What follows belongs to an exercise in optimizing a design on an open flow for small area; a production flow would make more cautious choices. The RTL was checked by simulation tests, not by an equivalence proof against the original design. The flow treats the clock pin as an ideal source, which a real chip does not have.

== middle ==
==> module qr_out_deskew, before the edit <==
module qr_out_deskew #(
  parameter int CORDIC_PIPE_STAGE = qr_pkg::CORDIC_PIPE_STAGE,
  parameter int DATA_W            = qr_pkg::DATA_W,
  parameter int NUM_LANES         = qr_pkg::NUM_LANES,
  parameter int ROWS              = 4,
  parameter int FIFO_DEPTH        = 8
) (
  input  logic              Clk,
  input  logic              Reset,
  input  logic [3:0]        InValid,
  input  logic [DATA_W-1:0] InData1,
  input  logic [DATA_W-1:0] InData2,
  input  logic [DATA_W-1:0] InData3,
  input  logic [DATA_W-1:0] InData4,
  output logic              OutValid,
  input  logic              OutReady,
  output logic [DATA_W-1:0] OutData1,
  output logic [DATA_W-1:0] OutData2,
  output logic [DATA_W-1:0] OutData3,
  output logic [DATA_W-1:0] OutData4,
  output logic              OutLast,
  output logic              SkewErr,
  output logic              Overflow
);
  localparam int D    = CORDIC_PIPE_STAGE + 1;
  localparam int AW   = (FIFO_DEPTH > 1) ? $clog2(FIFO_DEPTH) : 1;
  localparam int CW   = $clog2(FIFO_DEPTH + 1);
  localparam int RW   = (ROWS > 1) ? $clog2(ROWS) : 1;
  localparam int ROWW = NUM_LANES * DATA_W;
  logic [DATA_W-1:0] in1, in2, dly0, dly1, dly2;
  logic [DATA_W-1:0] mid1, mid2;
  lane_delay #(.LEN(qr_pkg::lane_len(0, NUM_LANES, D)), .W(DATA_W))
    u_lane0 (.clk(Clk), .data(InData1), .delayed_data(dly0));
  lane_delay #(.LEN(D), .W(DATA_W))
    u_lane1a (.clk(Clk), .data(in1), .delayed_data(mid1));
  lane_delay #(.LEN(qr_pkg::lane_len(1, NUM_LANES, D) - D), .W(DATA_W))
    u_lane1b (.clk(Clk), .data(mid1), .delayed_data(dly1));
  lane_delay #(.LEN(D), .W(DATA_W))
    u_lane2a (.clk(Clk), .data(in2), .delayed_data(mid2));
  assign dly2 = mid2;
  logic [D-1:0] v0, all1, all2;
  logic [3:0]   rst_age;
  logic         live;
  logic         a1, o1, a2, o2, all_valid, any_valid;
  assign live      = (rst_age == 4'(D));
  assign a1        = live & v0[D-1] & InValid[1];
  assign o1        = (live & v0[D-1]) | InValid[1];
  assign a2        = live & all1[D-1] & InValid[2];
  assign o2        = (live & (all1[D-1] | mid1[0])) | InValid[2];
  assign all_valid = live & all2[D-1] & InValid[3];
  assign any_valid = (live & (all2[D-1] | mid2[0])) | InValid[3];
  assign in1 = {InData2[DATA_W-1:1], a1 ? InData2[0] : o1};
  assign in2 = {InData3[DATA_W-1:1], a2 ? InData3[0] : o2};
  always_ff @(posedge Clk) begin
    v0   <= {v0[D-2:0],   InValid[0]};
    all1 <= {all1[D-2:0], a1};
    all2 <= {all2[D-2:0], a2};
  end
  always_ff @(posedge Clk) begin
    if (Reset)     rst_age <= '0;
    else if (!live) rst_age <= rst_age + 1'b1;
  end
  logic            cand_valid;
  logic [ROWW-1:0] cand_row;
  logic            skew_err;
  always_ff @(posedge Clk) begin
    if (Reset) begin
      cand_valid <= 1'b0;
      skew_err   <= 1'b0;
    end else begin
      cand_valid <= all_valid;
      skew_err   <= any_valid & ~all_valid;
    end
  end
  always_ff @(posedge Clk) cand_row <= {InData4, dly2, dly1, dly0};
  logic [ROWW-1:0] mem [FIFO_DEPTH];
  logic [AW:0]     wr_ptr;
  logic [AW:0]     rd_ptr;
  logic [RW-1:0]   row_cnt;
  logic            overflow;
  logic            full;
  logic            not_empty;
  logic            push;
  logic            pop;
  logic            drop;
  logic [ROWW-1:0] head;
  assign full      = (wr_ptr == (rd_ptr ^ {1'b1, {AW{1'b0}}}));
  assign not_empty = (wr_ptr != rd_ptr);
  assign pop       = not_empty & OutReady;
  assign push      = cand_valid & (~full | pop);
  assign drop      = cand_valid & full & ~pop;
  always_ff @(posedge Clk) begin
    if (push) mem[wr_ptr[AW-1:0]] <= cand_row;
  end
  always_ff @(posedge Clk) begin
    if (Reset) begin
      wr_ptr   <= '0;
      rd_ptr   <= '0;
      row_cnt  <= '0;
      overflow <= 1'b0;
    end else begin
      if (push) wr_ptr <= wr_ptr + 1'b1;
      if (pop)  rd_ptr <= rd_ptr + 1'b1;
      if (pop) row_cnt <= (row_cnt == RW'(ROWS - 1)) ? '0 : row_cnt + 1'b1;
      if (drop) overflow <= 1'b1;
    end
  end
  logic [FIFO_DEPTH-1:0] rd_sel;
  always_comb begin
    head = '0;
    for (int i = 0; i < FIFO_DEPTH; i++) begin
      rd_sel[i] = (rd_ptr[AW-1:0] == AW'(i));
      head      = head | ({ROWW{rd_sel[i]}} & mem[i]);
    end
  end
  assign OutValid = not_empty;
  assign OutData1 = head[0*DATA_W +: DATA_W];
  assign OutData2 = head[1*DATA_W +: DATA_W];
  assign OutData3 = head[2*DATA_W +: DATA_W];
  assign OutData4 = head[3*DATA_W +: DATA_W];
  assign OutLast  = not_empty && (row_cnt == RW'(ROWS - 1));
  assign SkewErr  = skew_err;
  assign Overflow = overflow;
endmodule
Settings: LEC_CHECK=0, CAP_MARGIN=20, CORE_MARGIN=2, CORE_UTILIZATION=75, CTS_BUF_LIST=sky130_fd_sc_hd__clkbuf_16, CTS_CLUSTER_DIAMETER=100, CTS_CLUSTER_SIZE=30, SLEW_MARGIN=20; clock period 5.0 ns.
standard.sh (not shown) runs the stock make flow with config.mk's settings and CLKGATE_MAP_FILE= SYNTH_SCRIPT=/design/flow/synth_recipe.tcl, a recipe that flattens the netlist after the stock synthesis.
==> flow/flow/run.sh <==
#!/bin/bash
# Standard ORFS layout, with two changes:
#  - the port buffers are the smallest buffer cell (buf_1) instead of the
#    resizer's default choice;
#  - clock tree synthesis inserts no dummy loads.
# Every tool's output goes to standard.log in this folder.
set -euo pipefail
export BUFFER_PORTS_ARGS="-buffer_cell sky130_fd_sc_hd__buf_1"
export CTS_ARGS="-sink_clustering_enable -repair_clock_nets -buf_list sky130_fd_sc_hd__clkbuf_16 -sink_clustering_size 30 -sink_clustering_max_diameter 100 -dont_use_dummy_load"
bash standard.sh finish "BUFFER_PORTS_ARGS=$BUFFER_PORTS_ARGS" "CTS_ARGS=$CTS_ARGS" > standard.log 2>&1
Setup changes, middle to north
--- a/flow/design.v
+++ b/flow/design.v
@@ -106,44 +106,51 @@
     end
   end
   always_ff @(posedge Clk) cand_row <= {InData4, dly2, dly1, dly0};
   logic [ROWW-1:0] mem [FIFO_DEPTH];
-  logic [AW:0]     wr_ptr;
-  logic [AW:0]     rd_ptr;
+  logic [AW-1:0]   wr_ptr;
+  logic [AW-1:0]   rd_ptr;
+  logic [CW-1:0]   count;
   logic [RW-1:0]   row_cnt;
   logic            overflow;
   logic            full;
   logic            not_empty;
   logic            push;
   logic            pop;
   logic            drop;
   logic [ROWW-1:0] head;
-  assign full      = (wr_ptr == (rd_ptr ^ {1'b1, {AW{1'b0}}}));
-  assign not_empty = (wr_ptr != rd_ptr);
+  assign full      = (count == CW'(FIFO_DEPTH));
+  assign not_empty = (count != '0);
   assign pop       = not_empty & OutReady;
   assign push      = cand_valid & (~full | pop);
   assign drop      = cand_valid & full & ~pop;
   always_ff @(posedge Clk) begin
-    if (push) mem[wr_ptr[AW-1:0]] <= cand_row;
+    if (push) mem[wr_ptr] <= cand_row;
   end
   always_ff @(posedge Clk) begin
     if (Reset) begin
       wr_ptr   <= '0;
       rd_ptr   <= '0;
+      count    <= '0;
       row_cnt  <= '0;
       overflow <= 1'b0;
     end else begin
       if (push) wr_ptr <= wr_ptr + 1'b1;
       if (pop)  rd_ptr <= rd_ptr + 1'b1;
+      case ({push, pop})
+        2'b10:   count <= count + 1'b1;
+        2'b01:   count <= count - 1'b1;
+        default: count <= count;
+      endcase
       if (pop) row_cnt <= (row_cnt == RW'(ROWS - 1)) ? '0 : row_cnt + 1'b1;
       if (drop) overflow <= 1'b1;
     end
   end
   logic [FIFO_DEPTH-1:0] rd_sel;
   always_comb begin
     head = '0;
     for (int i = 0; i < FIFO_DEPTH; i++) begin
-      rd_sel[i] = (rd_ptr[AW-1:0] == AW'(i));
+      rd_sel[i] = (rd_ptr == AW'(i));
       head      = head | ({ROWW{rd_sel[i]}} & mem[i]);
     end
   end
   assign OutValid = not_empty;
Findings:
Diff middle -> north: proportion of final cell area spent on non-clock buffers has remained practically unchanged, portion of the layout cell area used by clock cells was more or less identical, area growth from synthesis to final layout ~0 delta.
Total standard cell area after synthesis in north is 0.59% higher than in middle
Comparing north with middle, the sequential cell count came out essentially unchanged.

static timing again, ports no longer ideal:
In the flow no input, the clock included, has a driving cell. The finished layouts below were timed again as built, in two steps.
Step 1 sets driving cells, clkbuf_16 on the clock port and buf_2 on the other inputs (assumed; they add their load-dependent delay and slew).
Step 2, shift: input delay + t, output delay - t, t = (earliest + latest rising clock arrival at the registers) / 2. This alone moves slack from input paths to output paths.
Three values: ideal, step 1, step 2; two values: the first two.
run	t (ns)	setup WS [ns]	worst register clock-pin slew, ns
middle	0.685	0.705 / 0.641 / 1.326	0.11 / 0.11
north	0.685	0.695 / 0.630 / 1.315	0.11 / 0.11
After both steps every run listed still meets setup and hold.
